What follows belongs to an exercise in optimizing a design on an open flow for small area and a short achievable clock period; a production flow would make more cautious choices. The RTL was checked by simulation tests, not by an equivalence proof against the original design.

**flow/flow/run.sh**
```bash
#!/bin/bash
# The standard layout (standard.sh), with every input port buffered by a buf_1 cell
# and every output port by a buf_2 cell, instead of the delay buffer buffer_ports
# picks by default. The buffers are placed by flow/ports.tcl, sourced just before
# global placement, where the standard flow would call buffer_ports.
export DONT_BUFFER_PORTS=1
export PRE_GLOBAL_PLACE_TCL="$PWD/flow/ports.tcl"
bash standard.sh > standard.log 2>&1
```
**flow/flow/ports.tcl**
```tcl
# Port buffers, as the standard flow's buffer_ports, with chosen cells.
puts "Perform port buffering (flow/ports.tcl)..."
buffer_ports -inputs -buffer_cell sky130_fd_sc_hd__buf_1
buffer_ports -outputs -buffer_cell sky130_fd_sc_hd__buf_2
```
**flow/design.v**
```verilog
module eqController #(
    parameter int ADDR_WIDTH     = 6,
    parameter int GAIN_FRAC_BITS = 14
) (
    input  logic                  S_AXI_ACLK,
    input  logic                  S_AXI_ARESETN,
    input  logic                  wr,
    input  logic [ADDR_WIDTH-1:0] wrAddr,
    input  logic [31:0]           wrData,
    output logic                  adcReq,
    output logic [15:0]           adcCmd,
    input  logic                  adcAck,
    input  logic [15:0]           adcData,
    output logic                  dacReq,
    output logic [31:0]           dacWord,
    input  logic                  dacAck
);
    logic        enable;
    logic [15:0] gain0, gain1;
    logic        rst;
    logic        weEn, weG0, weG1;
    logic [15:0] gainIn;
    assign rst    = !S_AXI_ARESETN;
    assign weEn   = rst | (wr && wrAddr == ADDR_WIDTH'(4));
    assign weG0   = rst | (wr && wrAddr == ADDR_WIDTH'(6));
    assign weG1   = rst | (wr && wrAddr == ADDR_WIDTH'(7));
    assign gainIn = (wrData[15:0] & {16{~rst}}) | (16'h4000 & {16{rst}});
    always_ff @(posedge S_AXI_ACLK) begin
        if (weEn) enable <= wrData[0] & ~rst;
        if (weG0) gain0  <= gainIn;
        if (weG1) gain1  <= gainIn;
    end
    localparam logic [3:0] S_IDLE = 4'd0;
    localparam logic [3:0] S_AREQ = 4'd1;
    localparam logic [3:0] S_AREL = 4'd2;
    localparam logic [3:0] S_C0   = 4'd3;
    localparam logic [3:0] S_C1   = 4'd4;
    localparam logic [3:0] S_C2   = 4'd5;
    localparam logic [3:0] S_C3   = 4'd6;
    localparam logic [3:0] S_DREQ = 4'd7;
    localparam logic [3:0] S_DREL = 4'd8;
    localparam logic [3:0] S_N1   = 4'd9;
    localparam logic [3:0] S_NX   = 4'd10;
    logic [3:0] state;
    logic       chan;
    always_ff @(posedge S_AXI_ACLK) begin
        if (!S_AXI_ARESETN) begin
            state <= S_IDLE;
            chan  <= 1'b0;
        end else begin
            case (state)
                S_IDLE: if (enable) state <= S_AREQ;
                S_AREQ: if (adcAck) state <= S_AREL;
                S_AREL: if (!adcAck) state <= S_C0;
                S_C0:   state <= S_C1;
                S_C1:   state <= S_C2;
                S_C2:   state <= S_C3;
                S_C3:   state <= S_DREQ;
                S_DREQ: if (dacAck) state <= S_DREL;
                S_DREL: if (!dacAck) state <= S_N1;
                S_N1: begin
                    state <= S_NX;
                    chan  <= !chan;
                end
                S_NX:   state <= enable ? S_AREQ : S_IDLE;
                default: state <= S_IDLE;
            endcase
        end
    end
    assign adcReq = (state == S_AREQ);
    assign dacReq = (state == S_DREQ);
    logic [15:0] s;
    logic [16:0] sx;
    always_ff @(posedge S_AXI_ACLK) s <= {~adcData[15], adcData[14:0]};
    assign sx = {s[15], s};
    logic        hit;
    logic [15:0] gSel;
    logic [5:0]  gNextLo;
    assign hit     = wr && (wrAddr == ADDR_WIDTH'({5'd3, chan}));
    assign gSel    = chan ? gain1 : gain0;
    assign gNextLo = hit ? wrData[5:0] : gSel[5:0];
    logic [4:0] gT;
    always_ff @(posedge S_AXI_ACLK) gT <= gSel[15:11];
    logic [6:0] win;
    always_comb begin
        case (state)
            S_C0:    win = {gNextLo, 1'b0};
            S_C1:    win = gSel[11:5];
            default: win = {gT[4], gT[4], gT};
        endcase
    end
    logic [2:0] dNeg, dOne, dTwo;
    always_ff @(posedge S_AXI_ACLK) begin
        for (int k = 0; k < 3; k++) begin
            logic [2:0] w;
            w = win[2*k +: 3];
            dNeg[k] <= w[2] & ~(w[1] & w[0]);
            dOne[k] <= w[1] ^ w[0];
            dTwo[k] <= (w[2] & ~w[1] & ~w[0]) | (~w[2] & w[1] & w[0]);
        end
    end
    logic [16:0] p0, p1, p2;
    assign p0 = (({17{dOne[0]}} & sx) | ({17{dTwo[0]}} & {sx[15:0], 1'b0})) ^ {17{dNeg[0]}};
    assign p1 = (({17{dOne[1]}} & sx) | ({17{dTwo[1]}} & {sx[15:0], 1'b0})) ^ {17{dNeg[1]}};
    assign p2 = (({17{dOne[2]}} & sx) | ({17{dTwo[2]}} & {sx[15:0], 1'b0})) ^ {17{dNeg[2]}};
    logic [19:0] acc;
    logic        first;
    logic [15:0] A;
    logic        Ahi;
    always_ff @(posedge S_AXI_ACLK) first <= (state == S_C0);    
    always_comb begin
        A      = acc[19:4] & {16{~first}};
        A[4]   = first ? dNeg[2] : acc[8];
        A[10]  = first ? (gSel[11] & ~(gSel[10] & gSel[9])) : acc[14];
        Ahi    = ~A[15];
    end
    wire fs0 = dNeg[0] ^ A[0];
    wire fc0 = dNeg[0] & A[0];
    wire fs1 = A[1] ^ fc0;
    wire fc1 = A[1] & fc0;
    wire fs2 = dNeg[1] ^ A[2] ^ fc1;
    wire fc2 = (dNeg[1] & A[2]) | (dNeg[1] & fc1) | (A[2] & fc1);
    wire fs3 = p0[2] ^ p1[0];
    wire fc3 = p0[2] & p1[0];
    wire fs4 = A[3] ^ p0[3] ^ p1[1];
    wire fc4 = (A[3] & p0[3]) | (A[3] & p1[1]) | (p0[3] & p1[1]);
    wire fs5 = fc3 ^ fc2;
    wire fc5 = fc3 & fc2;
    wire fs6 = A[4] ^ p0[4] ^ p1[2];
    wire fc6 = (A[4] & p0[4]) | (A[4] & p1[2]) | (p0[4] & p1[2]);
    wire fs7 = p2[0] ^ fc4 ^ fs6;
    wire fc7 = (p2[0] & fc4) | (p2[0] & fs6) | (fc4 & fs6);
    wire fs8 = A[5] ^ p0[5] ^ p1[3];
    wire fc8 = (A[5] & p0[5]) | (A[5] & p1[3]) | (p0[5] & p1[3]);
    wire fs9 = p2[1] ^ fc6 ^ fs8;
    wire fc9 = (p2[1] & fc6) | (p2[1] & fs8) | (fc6 & fs8);
    wire fs10 = A[6] ^ p0[6] ^ p1[4];
    wire fc10 = (A[6] & p0[6]) | (A[6] & p1[4]) | (p0[6] & p1[4]);
    wire fs11 = p2[2] ^ fc8 ^ fs10;
    wire fc11 = (p2[2] & fc8) | (p2[2] & fs10) | (fc8 & fs10);
    wire fs12 = A[7] ^ p0[7] ^ p1[5];
    wire fc12 = (A[7] & p0[7]) | (A[7] & p1[5]) | (p0[7] & p1[5]);
    wire fs13 = p2[3] ^ fc10 ^ fs12;
    wire fc13 = (p2[3] & fc10) | (p2[3] & fs12) | (fc10 & fs12);
    wire fs14 = A[8] ^ p0[8] ^ p1[6];
    wire fc14 = (A[8] & p0[8]) | (A[8] & p1[6]) | (p0[8] & p1[6]);
    wire fs15 = p2[4] ^ fc12 ^ fs14;
    wire fc15 = (p2[4] & fc12) | (p2[4] & fs14) | (fc12 & fs14);
    wire fs16 = A[9] ^ p0[9] ^ p1[7];
    wire fc16 = (A[9] & p0[9]) | (A[9] & p1[7]) | (p0[9] & p1[7]);
    wire fs17 = p2[5] ^ fc14 ^ fs16;
    wire fc17 = (p2[5] & fc14) | (p2[5] & fs16) | (fc14 & fs16);
    wire fs18 = A[10] ^ p0[10] ^ p1[8];
    wire fc18 = (A[10] & p0[10]) | (A[10] & p1[8]) | (p0[10] & p1[8]);
    wire fs19 = p2[6] ^ fc16 ^ fs18;
    wire fc19 = (p2[6] & fc16) | (p2[6] & fs18) | (fc16 & fs18);
    wire fs20 = A[11] ^ p0[11] ^ p1[9];
    wire fc20 = (A[11] & p0[11]) | (A[11] & p1[9]) | (p0[11] & p1[9]);
    wire fs21 = p2[7] ^ fc18 ^ fs20;
    wire fc21 = (p2[7] & fc18) | (p2[7] & fs20) | (fc18 & fs20);
    wire fs22 = A[12] ^ p0[12] ^ p1[10];
    wire fc22 = (A[12] & p0[12]) | (A[12] & p1[10]) | (p0[12] & p1[10]);
    wire fs23 = p2[8] ^ fc20 ^ fs22;
    wire fc23 = (p2[8] & fc20) | (p2[8] & fs22) | (fc20 & fs22);
    wire fs24 = A[13] ^ p0[13] ^ p1[11];
    wire fc24 = (A[13] & p0[13]) | (A[13] & p1[11]) | (p0[13] & p1[11]);
    wire fs25 = p2[9] ^ fc22 ^ fs24;
    wire fc25 = (p2[9] & fc22) | (p2[9] & fs24) | (fc22 & fs24);
    wire fs26 = A[14] ^ p0[14] ^ p1[12];
    wire fc26 = (A[14] & p0[14]) | (A[14] & p1[12]) | (p0[14] & p1[12]);
    wire fs27 = p2[10] ^ fc24 ^ fs26;
    wire fc27 = (p2[10] & fc24) | (p2[10] & fs26) | (fc24 & fs26);
    wire fs28 = A[15] ^ p0[15] ^ p1[13];
    wire fc28 = (A[15] & p0[15]) | (A[15] & p1[13]) | (p0[15] & p1[13]);
    wire fs29 = p2[11] ^ fc26 ^ fs28;
    wire fc29 = (p2[11] & fc26) | (p2[11] & fs28) | (fc26 & fs28);
    wire fs30 = Ahi ^ p1[14] ^ p2[12];
    wire fc30 = (Ahi & p1[14]) | (Ahi & p2[12]) | (p1[14] & p2[12]);
    wire fs31 = ~p0[16] ^ fc28 ^ fs30;
    wire fc31 = (~p0[16] & fc28) | (~p0[16] & fs30) | (fc28 & fs30);
    wire fs32 = p2[13] ^ ~p1[15] ^ fc30;
    wire fc32 = (p2[13] & ~p1[15]) | (p2[13] & fc30) | (~p1[15] & fc30);
    wire fs33 = p1[15] ^ p2[14] ^ ~p1[16];
    wire fc33 = (p1[15] & p2[14]) | (p1[15] & ~p1[16]) | (p2[14] & ~p1[16]);
    wire [21:0] csaX = {1'b1, p2[15], ~p2[15], fs33, fc31, fc29, fc27, fc25, fc23, fc21, fc19, fc17, fc15, fc13, fc11, fc9, fc7, fc5, fs4, fs3, fs1, fs0};
    wire [21:0] csaY = {1'b0, ~p2[16], fc33, fc32, fs32, fs31, fs29, fs27, fs25, fs23, fs21, fs19, fs17, fs15, fs13, fs11, fs9, fs7, fs5, fs2, p0[1], p0[0]};
    logic [21:0] sum;
    assign sum = csaX + csaY;
    always_ff @(posedge S_AXI_ACLK) begin
        if (state == S_C1 || state == S_C2 || state == S_C3) acc <= sum[21:2];
    end
    logic        ovf;
    logic [15:0] code;
    assign ovf  = (acc[17] != acc[16]) || (acc[17] != acc[15]);
    assign code = ovf ? {16{~acc[17]}} : {~acc[15], acc[14:0]};
    assign adcCmd  = {1'b1, chan, 14'd0};
    assign dacWord = {15'h0018, chan, code};
endmodule
```
**flow/constraint.sdc**
```tcl
create_clock -name core_clock -period 7.0 [get_ports {S_AXI_ACLK}]
set_input_delay 1.4000 -clock core_clock [delete_from_list [all_inputs] [get_ports {S_AXI_ACLK}]]
set_output_delay 1.4000 -clock core_clock [all_outputs]
set_load 0.01 [all_outputs]
```
**flow/standard.sh**
```bash
#!/bin/bash
# synth_recipe.tcl (not shown) runs the flow's synth.tcl, then flattens the netlist and writes it again
# the make line also repeats each setting of config.mk as NAME=value (left out here)
make -C /OpenROAD-flow-scripts/flow DESIGN_CONFIG=/design/flow/config.mk WORK_HOME=/design/flow/orfs CLKGATE_MAP_FILE= SYNTH_SCRIPT=/design/flow/synth_recipe.tcl "${@:-finish}"
```
**flow/config.mk**
```make
export PLATFORM = sky130hd
export DESIGN_NAME = eqController
export DESIGN_NICKNAME = eqController
export VERILOG_FILES = /design/flow/design.v
export SDC_FILE = /design/flow/constraint.sdc
export NUM_CORES = 4
export LEC_CHECK = 0
export ABC_AREA = 0
export CAP_MARGIN = 0
export CORE_MARGIN = 2
export CORE_UTILIZATION = 55
export CTS_BUF_LIST = sky130_fd_sc_hd__clkbuf_4 sky130_fd_sc_hd__clkbuf_8
export PLACE_DENSITY = 0.75
export SETUP_SLACK_MARGIN = 4.25
export SLEW_MARGIN = 0
export TNS_END_PERCENT = 5
```
==> load_flow_metrics.sql, run 1 <==
INSERT INTO impl_metrics (metric_group, metric, value, unit) VALUES
('status', 'run_status', 'no timing/DRC/antenna violations', ''),
('timing', 'worst-slew-pin-transition', '1130', 'ps'),
('detailed_routing', 'drt_pass1_iterations', '6', ''),
('global_route', 'global_route_wire_length_before_repair', '23100', 'um'),
('synthesis', 'yosys-top-cells-area', 'edfxtp_1 24%, dfxtp_1 11%, fa_1 9.1%, a22oi_1 5.3%, ha_1 5.1%', ''),
('cells_and_area', 'layout.nets', '804', ''),
('clock_network', 'holdBufCountCts', '0', ''),
('global_route', 'grt_overflow_total', '0', ''),
('floorplanning', 'core_region_area', '11900', 'sq um'),
('synthesis', 'synth_compound_gate_area_share', '16.0', '%'),
('timing', 'worst_clock_skew', '8.87', 'ps'),
('synthesis', 'post-synth-top-area-fraction', '24.0', '%'),
('worst_setup_path', 'worst_r2r_startpoint', 'chan', ''),
('synthesis', 'synthSimpleGateAreaFrac', '14.2', '%'),
('synthesis', 'synth_top_family_by_area', 'compound AO/OA/AOI/OAI gates', ''),
('cells_and_area', 'n_antenna_cell', '0', ''),
('cells_and_area', 'mostFrequentLayoutCell', 'nor2_1', ''),
('cells_and_area', 'most-common-layout-cells', '61 x nor2_1, 53 x edfxtp_1, 49 x inv_1, 43 x nand2_1, 42 x a22oi_1', ''),
('global_route', 'grt_antenna_before_repair', '0', ''),
('timing', 'final_critical_path_setup_slack', '3390', 'ps'),
('timing', 'final-setup-viol-count', '0', ''),
('synthesis', 'postSynth.topFlopCell', 'edfxtp_1', ''),
('floorplanning', 'initial_utilization', '55.7', '%'),
('worst_setup_path', 'worst-path-max-fanout', '6', ''),
('detailed_routing', 'drtIter0Drc', '353', ''),
('timing', 'rsz0062_at_grt', 'yes', ''),
('timing', 'worst_slew_slack_as_a_fraction_of_its_limit', '24.7', '%'),
('worst_setup_path', 'critical_path.startpoint', 'chan', ''),
('synthesis', 'netlist-cell-type-count', '59', ''),
('floorplanning', 'die_w', '114', 'um'),
('synthesis', 'synth_edf_count', '53', ''),
('job', 'drv.max_cap_violation_count', '0', ''),
('min_path', 'hold_path_startpoint', 'gain1[12]', ''),
('synthesis', 'synthMuxAreaShare', '2.45', '%'),
('synthesis', 'synth_async_sr_flop_share', '0', '%'),
('detailed_routing', 'detail_route.wirelength', '14400', 'um'),
('detailed_routing', 'drc', '0', ''),
('clock_network', 'root_buffer', 'clkbuf_8', ''),
('cells_and_area', 'final_cell_count_no_fill', '840', ''),
('detailed_routing', 'wl_per_cell', '17.2', 'um'),
('cells_and_area', 'layout.filler_cells', '976', ''),
('clock_network', 'insertion_delay', '360', 'ps'),
('worst_setup_path', 'timing.critical_path.to_type', 'register', ''),
('floorplanning', 'fp.dieArea', '12900', 'sq um'),
('clock_network', 'cts.sink_count', '89', ''),
('cells_and_area', 'post-route-cell-area', '7180', 'sq um'),
('placed_design', 'port_buffers', '62', ''),
('worst_setup_path', 'crit_path_max_incr_delay', '530', 'ps'),
('synthesis', 'synthesis.area_per_instance', '9.51', 'sq um'),
('synthesis', 'yosys.area_share.xor_xnor', '8.98', '%'),
('cells_and_area', 'drive_gt1_share', '15.7', '%'),
('worst_setup_path', 'path_cells', 'mux2_4 > a21oi_4 > mux2i_1 > fa_2 > fa_1 > inv_2 > ha_4 > nand4_1 > nor4_2 > o21ai_1 > nand3_2 > a221oi_4 > o21ba_2', ''),
('synthesis', 'netlist_area', '6630', 'sq um'),
('detailed_routing', 'vias_per_cell', '5.85', ''),
('floorplanning', 'rows', '40', ''),
('worst_setup_path', 'cpLargestDelayFamily', 'adder cells', ''),
('detailed_routing', 'detailroute.via_count', '4918', ''),
('timing', 'timing.final.crit_period', '3610', 'ps'),
('detailed_routing', 'ant_nets', '0', ''),
('worst_setup_path', 'crit_type', 'register to register', ''),
('timing', 'max_freq', '0.277', 'GHz'),
('clock_network', 'htreeDepth', '3', ''),
('worst_setup_path', 'cp-start-kind', 'register', ''),
('global_route', 'groute.usage.overall', '22.6', '%'),
('placed_design', 'gp_congestion', '0.904', ''),
('floorplanning', 'boundaryPins', '109', ''),
('synthesis', 'ys_ff_latch', '89', '');
-- per-layer routing --
layer	track usage, %	up-vias	wire [um]
li1	-	2331	-
met1	32.2	2371	6510
met2	35.1	198	6650
met3	5.05	18	1090
met4	6.34	0	195
met5	0	-	0
-- final timing paths --
check,end,slack [ps],cells after the start
worst max-delay path,acc[19],3390,13
worst min-delay path,gT[1],480,1
worst max register to register,acc[19],3390,13
worst min register to register,gT[1],480,1
-- worst reg2reg max path, cell delays in order, from the launching register on --
cell      delay (ps)
dfxtp_4          460
mux2_4           350
a21oi_4          170
mux2i_1          110
fa_2             430
fa_1             530
inv_2             50
ha_4             290
nand4_1          160
nor4_2           300
o21ai_1          130
nand3_2          140
a221oi_4          80
o21ba_2          200
-- logic make-up (layout without fill, tap and decap cells) --
group	count (synthesis)	in the layout
XOR/XNOR	68	68
flip-flops	89	89
other	2	30
buffers and inverters	123	91
multiplexers	15	15
AO/OA/AOI/OAI	157	157
AND/OR/NAND/NOR	186	186
adder cells (fa/ha/maj)	57	57
-- area by class of cell --
class	instances	area, sq um	area share (%)
Clock buffer	9	124	1.73
Clock inverter	7	75.1	1.05
Inverter	51	191	2.67
Tap cell	147	184	2.56
Timing Repair Buffer	24	191	2.67
Multi-Input combinational cell	513	4060	56.6
Sequential cell	89	2350	32.7
-- repair_timing --
item                                    in CTS  in global routing
endpoints found under the setup margin      78                 76
gates cloned                                 0                  0
gates resized for setup                     49                 18
buffers inserted                            16                  6
endpoints found under the hold margin        0                  0
pin swaps                                   15                 10
-- sequential cells by signal, indices dropped and copies added (netlist names), 3 cells and up --
signal  cells
state       4
s          16
dTwo        3
dOne        3
gain1      16
gain0      16
gT          5
dNeg        3
acc        20
-- synthesized netlist by cell type (18+ instances only) --
| cell | number |
|---|---|
| a22oi_1 | 47 |
| clkbuf_1 | 31 |
| edfxtp_1 | 53 |
| nand2_1 | 43 |
| a21oi_1 | 39 |
| xnor2_1 | 36 |
| dfxtp_1 | 36 |
| inv_1 | 51 |
| buf_4 | 33 |
| fa_1 | 30 |
| nand2b_1 | 18 |
| ha_1 | 27 |
| o21ai_0 | 22 |
| nor2_1 | 61 |
| xor2_1 | 32 |
==> inputs of run 2 (changes only) <==
--- a/flow/config.mk
+++ b/flow/config.mk
@@ -11,6 +11,6 @@
 export CORE_UTILIZATION = 55
 export CTS_BUF_LIST = sky130_fd_sc_hd__clkbuf_4 sky130_fd_sc_hd__clkbuf_8
 export PLACE_DENSITY = 0.75
-export SETUP_SLACK_MARGIN = 4.25
+export SETUP_SLACK_MARGIN = 4
 export SLEW_MARGIN = 0
 export TNS_END_PERCENT = 5
==> run 2 against run 1 <==
Compared with the run above: still clean on timing, DRC and antenna; sequential share of layout area is the same; synthesized area is the same; clock skew is the same; register-to-register slack is essentially flat; clock-buffer cell count is the same; largest cell class unchanged.
==> load_flow_metrics.sql, run 2 <==
INSERT INTO impl_metrics (metric_group, metric, value, unit) VALUES
('clock_network', 'cts.sink_count', '89', ''),
('global_route', 'grt_antenna_before_repair', '0', ''),
('synthesis', 'post_synth_most_frequent_cells', '61 x nor2_1, 53 x edfxtp_1, 51 x inv_1', ''),
('status', 'run_status', 'no timing/DRC/antenna violations', ''),
('global_route', 'grt_overflow_total', '0', ''),
('synthesis', 'synth_most_common_cell', 'nor2_1', ''),
('synthesis', 'netlist-cell-type-count', '59', ''),
('timing', 'timing_hold_violations_final', '0', ''),
('worst_setup_path', 'crit_type', 'register to register', ''),
('synthesis', 'postSynth.topFlopCell', 'edfxtp_1', ''),
('timing', 'final_max_slew_violation_count', '0', ''),
('worst_setup_path', 'crit_path_max_incr_delay', '530', 'ps'),
('worst_setup_path', 'crit_buf_inv', '1', ''),
('timing', 'final-setup-viol-count', '0', ''),
('worst_setup_path', 'worst-path-stages', '13', ''),
('floorplanning', 'chipHeight', '114', 'um'),
('placed_design', 'dp.final_hpwl', '10200', 'um'),
('job', 'drv.max_cap_violation_count', '0', ''),
('cells_and_area', 'drive_gt1_share', '15.7', '%'),
('detailed_routing', 'ant_nets', '0', ''),
('cells_and_area', 'mostFrequentLayoutCell', 'nor2_1', ''),
('cells_and_area', 'layout.filler_cells', '976', ''),
('global_route', 'groute.usage.overall', '22.6', '%'),
('global_route', 'grt_pass1_vias', '4694', ''),
('detailed_routing', 'detail_route.wirelength', '14400', 'um'),
('synthesis', 'synth_async_sr_flop_share', '0', '%'),
('synthesis', 'synth_edf_count', '53', ''),
('min_path', 'min_delay_path_depth', '1', ''),
('placed_design', 'port_buffers', '62', ''),
('synthesis', 'yosys_warnings', '1', ''),
('synthesis', 'netlist_area', '6630', 'sq um'),
('floorplanning', 'core_region_area', '11900', 'sq um'),
('synthesis', 'synthesis.area_per_instance', '9.51', 'sq um'),
('cells_and_area', 'regMostFlops', 'acc', ''),
('worst_setup_path', 'worst_ep_arrival_time', '3740', 'ps'),
('timing', 'final.period_utilization', '51.6', '%'),
('detailed_routing', 'drc', '0', ''),
('detailed_routing', 'detailroute.via_count', '4918', ''),
('clock_network', 'clockBufferDepth', '2', ''),
('worst_setup_path', 'timing.critical_path.to_type', 'register', ''),
('clock_network', 'cts.reportedPaths.clkPinSlew', '100', 'ps'),
('clock_network', 'holdBufCountCts', '0', ''),
('floorplanning', 'rows', '40', ''),
('clock_network', 'htreeDepth', '3', ''),
('worst_setup_path', 'rr_worst_depth', '13', ''),
('global_route', 'grt_max_degree', '26', ''),
('placed_design', 'gp_congestion', '0.904', ''),
('timing', 'worst_slew_slack_as_a_fraction_of_its_limit', '24.7', '%'),
('clock_network', 'tritoncts', 'yes', ''),
('min_path', 'hold_class', 'register to register', ''),
('timing', 'max_freq', '0.277', 'GHz'),
('clock_network', 'tritoncts.num_buffers', '9', ''),
('floorplanning', 'boundaryPins', '109', ''),
('timing', 'fin_setup_tns', '0', 'ps'),
('synthesis', 'ys_ff_latch', '89', ''),
('detailed_routing', 'drt_pass1_iterations', '6', ''),
('detailed_routing', 'drtIter0Drc', '353', ''),
('clock_network', 'root_buffer', 'clkbuf_8', ''),
('floorplanning', 'die_w', '114', 'um'),
('worst_setup_path', 'path_cells', 'mux2_4 > a21oi_4 > mux2i_1 > fa_2 > fa_1 > inv_2 > ha_4 > nand4_1 > nor4_2 > o21ai_1 > nand3_2 > a221oi_4 > o21ba_2', ''),
('cells_and_area', 'n_antenna_cell', '0', ''),
('worst_setup_path', 'cpLargestDelayFamily', 'adder cells', ''),
('synthesis', 'yosysSeqAreaShare', '34.9', '%'),
('detailed_routing', 'vias_per_cell', '5.85', ''),
('synthesis', 'netlist.top_cell.by_area', 'edfxtp_1', ''),
('worst_setup_path', 'critPathSlowestCell', 'fa_1', ''),
('clock_network', 'insertion_delay', '360', 'ps'),
('cells_and_area', 'p_r_area_growth_vs_syn', '8.27', '%'),
('cells_and_area', 'layout.nets', '804', ''),
('floorplanning', 'fp.dieArea', '12900', 'sq um'),
('worst_setup_path', 'cp-start-kind', 'register', ''),
('timing', 'worst_clock_skew', '8.87', 'ps'),
('worst_setup_path', 'crit_required', '7130', 'ps'),
('synthesis', 'post-synth-top-area-fraction', '24.0', '%'),
('timing', 'timing.final.crit_period', '3610', 'ps'),
('synthesis', 'syn-instance-count', '697', ''),
('synthesis', 'yosys-top-cells-area', 'edfxtp_1 24%, dfxtp_1 11%, fa_1 9.1%, a22oi_1 5.3%, ha_1 5.1%', ''),
('global_route', 'global_route_wire_length_before_repair', '23100', 'um'),
('cells_and_area', 'most-common-layout-cells', '61 x nor2_1, 53 x edfxtp_1, 49 x inv_1, 43 x nand2_1, 42 x a22oi_1', ''),
('timing', 'rsz0062_at_grt', 'yes', ''),
('detailed_routing', 'wl_per_cell', '17.2', 'um'),
('floorplanning', 'initial_utilization', '55.7', '%'),
('cells_and_area', 'number_of_flip_flops_under_the_largest_register_name', '20', ''),
('worst_setup_path', 'worst-path-max-fanout', '6', ''),
('timing', 'worst-slew-pin-transition', '1130', 'ps');
## run 2: layout make-up
type	instances	area [sq um]	share of cell area [%]
multi-input cells	513	4060	56.6
flip-flops and latches	89	2350	32.7
repair buffers	24	191	2.67
inverters	51	191	2.67
well taps	147	184	2.56
clock buffers	9	124	1.73
clock inverters	7	75.1	1.05
## run 2: final timing paths
| path | from | end | slack [ps] |
|---|---|---|---|
| max reg2reg | chan | acc[19] | 3390 |
| min reg2reg | gain1[12] | gT[1] | 480 |
| min | gain1[12] | gT[1] | 480 |
| max | chan | acc[19] | 3390 |
## run 2: through the flow
stage	area (sq um)	hold WS, ps	setup slack, ps	util [%]	cells
CTS	7020	485	3420	58.9	834
floorplan	6780	448	3270	-	725
detailed placement	6530	464	2580	54.8	802
finish	7180	482	3390	60.3	840
global route	7180	500	3210	60.3	840
global placement	6530	455	2580	54.8	802
## run 2: cell families after synthesis
logic type      synth area share [%]
other cells                    0.113
xor+xnor                        8.98
mux                             2.45
simple gates                    14.2
buf+inv                         9.21
flops                           34.9
compound gates                  16.0
fa+ha+maj                       14.2
## run 2: routing by layer
layer | part of all wire, % | GRT usage, % | vias up
met4 | 1.4 | 6.34 | 0
li1 | - | - | 2331
met3 | 7.5 | 5.05 | 18
met2 | 46 | 35.1 | 198
met5 | 0 | 0 | -
met1 | 45 | 32.2 | 2371
## run 2: repair_timing
action / in CTS / in global routing
pin swaps: 15 / 10
buffers inserted: 16 / 6
resized for setup: 49 / 18
endpoints found under the setup margin: 73 / 62
==> inputs of run 3 (changes only) <==
--- a/flow/config.mk
+++ b/flow/config.mk
@@ -10,6 +10,8 @@
 export CORE_MARGIN = 2
 export CORE_UTILIZATION = 55
 export CTS_BUF_LIST = sky130_fd_sc_hd__clkbuf_4 sky130_fd_sc_hd__clkbuf_8
+export CTS_CLUSTER_DIAMETER = 100
+export CTS_CLUSTER_SIZE = 30
 export PLACE_DENSITY = 0.75
 export SETUP_SLACK_MARGIN = 4
 export SLEW_MARGIN = 0
==> run 3 against run 2 <==
Compared with the run above: still clean; die area is the same; clock-buffer cell count is the same; first-iteration DRC count is the same; register-to-register slack is essentially flat; synthesized cell count is the same; sequential share of layout area is the same; clock skew is the same; maximum frequency is the same; global-route usage is the same; critical path depth is the same; cell area is the same; critical path type unchanged.
==> load_flow_metrics.sql, run 3 <==
INSERT INTO impl_metrics (metric_group, metric, value, unit) VALUES
('global_route', 'grt_pass1_vias', '4694', ''),
('synthesis', 'postSynth.topFlopCell', 'edfxtp_1', ''),
('cells_and_area', 'p_r_area_growth_vs_syn', '8.27', '%'),
('timing', 'final-setup-viol-count', '0', ''),
('job', 'drv.max_cap_violation_count', '0', ''),
('global_route', 'grt_overflow_total', '0', ''),
('synthesis', 'synthesis.area_per_instance', '9.51', 'sq um'),
('floorplanning', 'initial_utilization', '55.7', '%'),
('synthesis', 'netlist_area', '6630', 'sq um'),
('timing', 'worst_slew_slack_as_a_fraction_of_its_limit', '24.7', '%'),
('synthesis', 'yosys-top-cells-area', 'edfxtp_1 24%, dfxtp_1 11%, fa_1 9.1%, a22oi_1 5.3%, ha_1 5.1%', ''),
('worst_setup_path', 'worst_ep_arrival_time', '3740', 'ps'),
('floorplanning', 'fp.dieArea', '12900', 'sq um'),
('synthesis', 'syn-instance-count', '697', ''),
('cells_and_area', 'mostFrequentLayoutCell', 'nor2_1', ''),
('clock_network', 'holdBufCountCts', '0', ''),
('clock_network', 'root_buffer', 'clkbuf_8', ''),
('timing', 'timing.final.crit_period', '3610', 'ps'),
('synthesis', 'yosys_warnings', '1', ''),
('cells_and_area', 'n_antenna_cell', '0', ''),
('synthesis', 'ys_ff_latch', '89', ''),
('placed_design', 'place_ws', '2580', 'ps'),
('clock_network', 'insertion_delay', '360', 'ps'),
('timing', 'rsz0062_at_grt', 'yes', ''),
('detailed_routing', 'drc', '0', ''),
('worst_setup_path', 'cp-start-kind', 'register', ''),
('floorplanning', 'boundaryPins', '109', ''),
('synthesis', 'synth_edf_count', '53', ''),
('timing', 'timing_hold_violations_final', '0', ''),
('detailed_routing', 'drt_pass1_iterations', '6', ''),
('timing', 'final.period_utilization', '51.6', '%'),
('placed_design', 'port_buffers', '62', ''),
('timing', 'final_max_slew_violation_count', '0', ''),
('worst_setup_path', 'critPathSlowestCell', 'fa_1', ''),
('synthesis', 'netlist.top_cell.by_area', 'edfxtp_1', ''),
('synthesis', 'synth_most_common_cell', 'nor2_1', ''),
('cells_and_area', 'layout.nets', '804', ''),
('floorplanning', 'core_region_area', '11900', 'sq um'),
('cells_and_area', 'number_of_flip_flops_under_the_largest_register_name', '20', ''),
('clock_network', 'clockBufferDepth', '2', ''),
('worst_setup_path', 'crit_required', '7130', 'ps'),
('global_route', 'global_route_wire_length_before_repair', '23100', 'um'),
('global_route', 'grt_antenna_before_repair', '0', ''),
('detailed_routing', 'vias_per_cell', '5.85', ''),
('worst_setup_path', 'timing.critical_path.to_type', 'register', ''),
('synthesis', 'post-synth-top-area-fraction', '24.0', '%'),
('worst_setup_path', 'crit_type', 'register to register', ''),
('timing', 'max_freq', '0.277', 'GHz'),
('detailed_routing', 'ant_nets', '0', ''),
('detailed_routing', 'drtIter0Drc', '353', ''),
('cells_and_area', 'drive_gt1_share', '15.7', '%'),
('timing', 'worst_clock_skew', '8.87', 'ps'),
('worst_setup_path', 'crit_buf_inv', '1', ''),
('floorplanning', 'die_w', '114', 'um'),
('timing', 'fin_setup_tns', '0', 'ps'),
('synthesis', 'synth_async_sr_flop_share', '0', '%'),
('placed_design', 'dp.final_hpwl', '10200', 'um'),
('synthesis', 'post_synth_most_frequent_cells', '61 x nor2_1, 53 x edfxtp_1, 51 x inv_1', ''),
('min_path', 'hold_class', 'register to register', ''),
('detailed_routing', 'wl_per_cell', '17.2', 'um'),
('synthesis', 'yosysSeqAreaShare', '34.9', '%'),
('floorplanning', 'chipHeight', '114', 'um'),
('clock_network', 'cts.reportedPaths.clkPinSlew', '100', 'ps'),
('clock_network', 'tritoncts.num_buffers', '9', ''),
('timing', 'worst-slew-pin-transition', '1130', 'ps'),
('detailed_routing', 'detailroute.via_count', '4918', ''),
('synthesis', 'netlist-cell-type-count', '59', ''),
('clock_network', 'tritoncts', 'yes', ''),
('detailed_routing', 'detail_route.wirelength', '14400', 'um'),
('placed_design', 'gp_congestion', '0.904', ''),
('clock_network', 'cts.sink_count', '89', ''),
('worst_setup_path', 'worst-path-max-fanout', '6', ''),
('floorplanning', 'rows', '40', ''),
('cells_and_area', 'regMostFlops', 'acc', ''),
('clock_network', 'htreeDepth', '3', ''),
('status', 'run_status', 'no timing/DRC/antenna violations', ''),
('worst_setup_path', 'cpLargestDelayFamily', 'adder cells', ''),
('global_route', 'groute.usage.overall', '22.6', '%'),
('cells_and_area', 'most-common-layout-cells', '61 x nor2_1, 53 x edfxtp_1, 49 x inv_1, 43 x nand2_1, 42 x a22oi_1', ''),
('worst_setup_path', 'crit_path_max_incr_delay', '530', 'ps'),
('worst_setup_path', 'path_cells', 'mux2_4 > a21oi_4 > mux2i_1 > fa_2 > fa_1 > inv_2 > ha_4 > nand4_1 > nor4_2 > o21ai_1 > nand3_2 > a221oi_4 > o21ba_2', ''),
('global_route', 'grt_max_degree', '26', ''),
('timing', 'final_critical_path_setup_slack', '3390', 'ps');
==> run 3: cell counts in the layout (fill, tap and decap cells not counted) <==
No cell type changed its count.
==> run 3: cells by family (layout without fill, tap and decap cells) <==
| family | Yosys count | count (layout) | share of synthesized area [%] |
|---|---|---|---|
| AO/OA/AOI/OAI | 157 | 157 | 16.0 |
| multiplexers | 15 | 15 | 2.45 |
| AND/OR/NAND/NOR | 186 | 186 | 14.2 |
| XOR/XNOR | 68 | 68 | 8.98 |
| flip-flops | 89 | 89 | 34.9 |
| adder cells (fa/ha/maj) | 57 | 57 | 14.2 |
| buffers and inverters | 123 | 91 | 9.21 |
| other | 2 | 30 | 0.113 |
==> run 3: through the flow <==
stage	area, sq um	cells	hold slack (ps)	util (%)
final	7180	840	482	60.3
after global routing	7180	840	500	60.3
after CTS	7020	834	485	58.9
after detailed placement	6530	802	464	54.8
after global placement	6530	802	455	54.8
after floorplan	6780	725	448	-
==> run 3: final cells by class <==
class / instances / area (sq um)
Timing Repair Buffer: 24 / 191
Multi-Input combinational cell: 513 / 4060
Clock buffer: 9 / 124
Inverter: 51 / 191
Tap cell: 147 / 184
Fill cell: 976 / 4730
Clock inverter: 7 / 75.1
Sequential cell: 89 / 2350
==> run 3: worst paths after layout <==
path	from	end	slack, ps	depth (start not counted)
worst max-delay path	chan	acc[19]	3390	13
worst min-delay path	gain1[12]	gT[1]	480	1
worst max register to register	chan	acc[19]	3390	13
worst min register to register	gain1[12]	gT[1]	480	1
==> run 3: what timing repair did <==
action,CTS,global route
pin swaps,15,10
gates resized for setup,49,18
endpoints found under the setup margin,73,62
buffers inserted,16,6
==> run 3: routing by layer <==
layer  track usage [%]  vias up  wire (um)
met2              35.1      198       6650
met1              32.2     2371       6510
met3              5.05       18       1090
met4              6.34        0        195
li1                  -     2331          -
met5                 0        -          0
==> inputs of run 4 (changes only) <==
--- a/flow/config.mk
+++ b/flow/config.mk
@@ -11,7 +11,7 @@
 export CORE_UTILIZATION = 55
 export CTS_BUF_LIST = sky130_fd_sc_hd__clkbuf_4 sky130_fd_sc_hd__clkbuf_8
 export CTS_CLUSTER_DIAMETER = 100
-export CTS_CLUSTER_SIZE = 30
+export CTS_CLUSTER_SIZE = 50
 export PLACE_DENSITY = 0.75
 export SETUP_SLACK_MARGIN = 4
 export SLEW_MARGIN = 0
==> run 4 against run 3 <==
Compared with the run above: still clean on timing, DRC and antenna; clock skew unchanged; critical path depth stayed put; die area unchanged; largest cell class unchanged; highest routed layer unchanged.
==> load_flow_metrics.sql, run 4 <==
INSERT INTO impl_metrics (metric_group, metric, value, unit) VALUES
('status', 'run_status', 'no timing/DRC/antenna violations', ''),
('placed_design', 'gp_congestion', '0.904', ''),
('detailed_routing', 'drtIter0Drc', '353', ''),
('cells_and_area', 'drive_gt1_share', '15.7', '%'),
('worst_setup_path', 'crit_type', 'register to register', ''),
('timing', 'timing_hold_violations_final', '0', ''),
('cells_and_area', 'layout.nets', '804', ''),
('timing', 'fin_setup_tns', '0', 'ps'),
('timing', 'worst_clock_skew', '8.87', 'ps'),
('cells_and_area', 'multiInputGateArea', '4060', 'sq um'),
('detailed_routing', 'drc', '0', ''),
('worst_setup_path', 'timing.rr.end', 'acc[19]', ''),
('timing', 'timing.final.crit_period', '3610', 'ps'),
('floorplanning', 'initial_utilization', '55.7', '%'),
('worst_setup_path', 'crit_required', '7130', 'ps'),
('clock_network', 'holdBufCountCts', '0', ''),
('global_route', 'grt_max_degree', '26', ''),
('cells_and_area', 'layout.area.seq', '2350', 'sq um'),
('floorplanning', 'chipHeight', '114', 'um'),
('synthesis', 'synthesis.area_per_instance', '9.51', 'sq um'),
('min_path', 'hold_path_startpoint', 'gain1[12]', ''),
('min_path', 'hold_class', 'register to register', ''),
('worst_setup_path', 'timing.critical_path.to_type', 'register', ''),
('detailed_routing', 'vias_per_cell', '5.85', ''),
('global_route', 'grt_antenna_before_repair', '0', ''),
('synthesis', 'synth_most_common_cell', 'nor2_1', ''),
('cells_and_area', 'mostFrequentLayoutCell', 'nor2_1', ''),
('cells_and_area', 'regMostFlops', 'acc', ''),
('worst_setup_path', 'rr_worst_depth', '13', ''),
('worst_setup_path', 'worst_ep_arrival_time', '3740', 'ps'),
('timing', 'final_max_slew_violation_count', '0', ''),
('clock_network', 'tritoncts.num_buffers', '9', ''),
('synthesis', 'synth_edf_count', '53', ''),
('timing', 'final-setup-viol-count', '0', ''),
('timing', 'max_freq', '0.277', 'GHz'),
('cells_and_area', 'p_r_area_growth_vs_syn', '8.27', '%'),
('cells_and_area', 'layout.filler_cells', '976', ''),
('floorplanning', 'boundaryPins', '109', ''),
('floorplanning', 'rows', '40', ''),
('min_path', 'worstHoldEndpoint', 'gT[1]', ''),
('synthesis', 'syn-instance-count', '697', ''),
('floorplanning', 'die_w', '114', 'um'),
('global_route', 'global_route_wire_length_before_repair', '23100', 'um'),
('worst_setup_path', 'worst_r2r_startpoint', 'chan', ''),
('worst_setup_path', 'cp-start-kind', 'register', ''),
('synthesis', 'post_synth_most_frequent_cells', '61 x nor2_1, 53 x edfxtp_1, 51 x inv_1', ''),
('detailed_routing', 'detail_route.wirelength', '14400', 'um'),
('synthesis', 'netlist.top_cell.by_area', 'edfxtp_1', ''),
('cells_and_area', 'most-common-layout-cells', '61 x nor2_1, 53 x edfxtp_1, 49 x inv_1, 43 x nand2_1, 42 x a22oi_1', ''),
('synthesis', 'yosysSeqAreaShare', '34.9', '%'),
('clock_network', 'htreeDepth', '3', ''),
('timing', 'worst_slew_slack_as_a_fraction_of_its_limit', '24.7', '%'),
('placed_design', 'dp.final_hpwl', '10200', 'um'),
('global_route', 'groute.usage.overall', '22.6', '%'),
('synthesis', 'synth_async_sr_flop_share', '0', '%'),
('timing', 'final.period_utilization', '51.6', '%'),
('synthesis', 'postSynth.topFlopCell', 'edfxtp_1', ''),
('clock_network', 'insertion_delay', '360', 'ps'),
('floorplanning', 'fp.dieArea', '12900', 'sq um'),
('synthesis', 'post-synth-top-area-fraction', '24.0', '%'),
('detailed_routing', 'detailroute.via_count', '4918', ''),
('min_path', 'min_delay_path_depth', '1', ''),
('detailed_routing', 'ant_nets', '0', '');
==> run 4: cells by family (layout without fill, tap and decap cells) <==
| family | after synthesis | after routing | share of synthesized area [%] |
|---|---|---|---|
| mux | 15 | 15 | 2.45 |
| simple gates | 186 | 186 | 14.2 |
| fa+ha+maj | 57 | 57 | 14.2 |
| flops | 89 | 89 | 34.9 |
| buf+inv | 123 | 91 | 9.21 |
| xor+xnor | 68 | 68 | 8.98 |
| other cells | 2 | 30 | 0.113 |
| compound gates | 157 | 157 | 16.0 |
==> run 4: cell type report <==
type / count / area share (%)
Multi-Input combinational cell: 513 / 56.6
Sequential cell: 89 / 32.7
Inverter: 51 / 2.67
Tap cell: 147 / 2.56
Clock inverter: 7 / 1.05
Clock buffer: 9 / 1.73
Timing Repair Buffer: 24 / 2.67
==> run 4: worst max path at each step <==
stage | start | to | slack (ps) | depth (start not counted)
after detailed placement | chan | acc[19] | 2580 | 13
final | chan | acc[19] | 3390 | 13
after floorplan | chan | acc[18] | 3270 | 17
after global placement | chan | acc[19] | 2580 | 13
after global routing | dOne[1] | acc[19] | 3210 | 12
after CTS | chan | acc[18] | 3420 | 13
==> run 4: per-stage QoR <==
| step | hold WS (ps) | instance area (sq um) | cells | setup slack, ps | utilization, % |
|---|---|---|---|---|---|
| detailed placement | 464 | 6530 | 802 | 2580 | 54.8 |
| global route | 500 | 7180 | 840 | 3210 | 60.3 |
| global placement | 455 | 6530 | 802 | 2580 | 54.8 |
| finish | 482 | 7180 | 840 | 3390 | 60.3 |
| CTS | 485 | 7020 | 834 | 3420 | 58.9 |
| floorplan | 448 | 6780 | 725 | 3270 | - |
==> run 4: routing by layer <==
metal	up-vias	global-route usage [%]	share of wire, %
li1	2331	-	-
met1	2371	32.2	45
met2	198	35.1	46
met3	18	5.05	7.5
met4	0	6.34	1.4
met5	-	0	0
==> run 4: what timing repair did <==
action / CTS / global route
buffers inserted: 16 / 6
pin swaps: 15 / 10
resized for setup: 49 / 18
setup endpoints to repair: 73 / 62
hold endpoints to repair: 0 / 0
==> run 4: worst max-delay path, stage by stage (launching register included) <==
cell and delay, ps:
dfxtp_4 460, mux2_4 340, a21oi_4 170, mux2i_1 110
fa_2 430, fa_1 530, inv_2 50, ha_4 290
nand4_1 160, nor4_2 300, o21ai_1 120, nand3_2 140
a221oi_4 80, o21ba_2 200

static timing again, ports no longer ideal:
The results above use ideal ports. As a check the final layouts listed here were re-extracted and re-timed, cells and wires unchanged.
Step 1 assumes that a clkbuf_16 drives the clock port and a buf_2 every other input.
Step 2 also shifts input and output timing later by t, the mid clock arrival at the registers, as if the neighbouring blocks saw the same clock.
Three values: ideal, step 1, step 2; two values: the first two.
| run | t, ns | setup slack, ns | latest minus earliest clock arrival (ns) |
|---|---|---|---|
| run 1 | 0.393 | 3.388 / 3.388 / 3.299 | 0.011 / 0.011 |
| run 2 | 0.393 | 3.388 / 3.388 / 3.299 | 0.011 / 0.011 |
| run 3 | 0.393 | 3.388 / 3.388 / 3.299 | 0.011 / 0.011 |
| run 4 | 0.393 | 3.388 / 3.388 / 3.299 | 0.011 / 0.011 |
After both steps setup and hold are still met in every run listed.
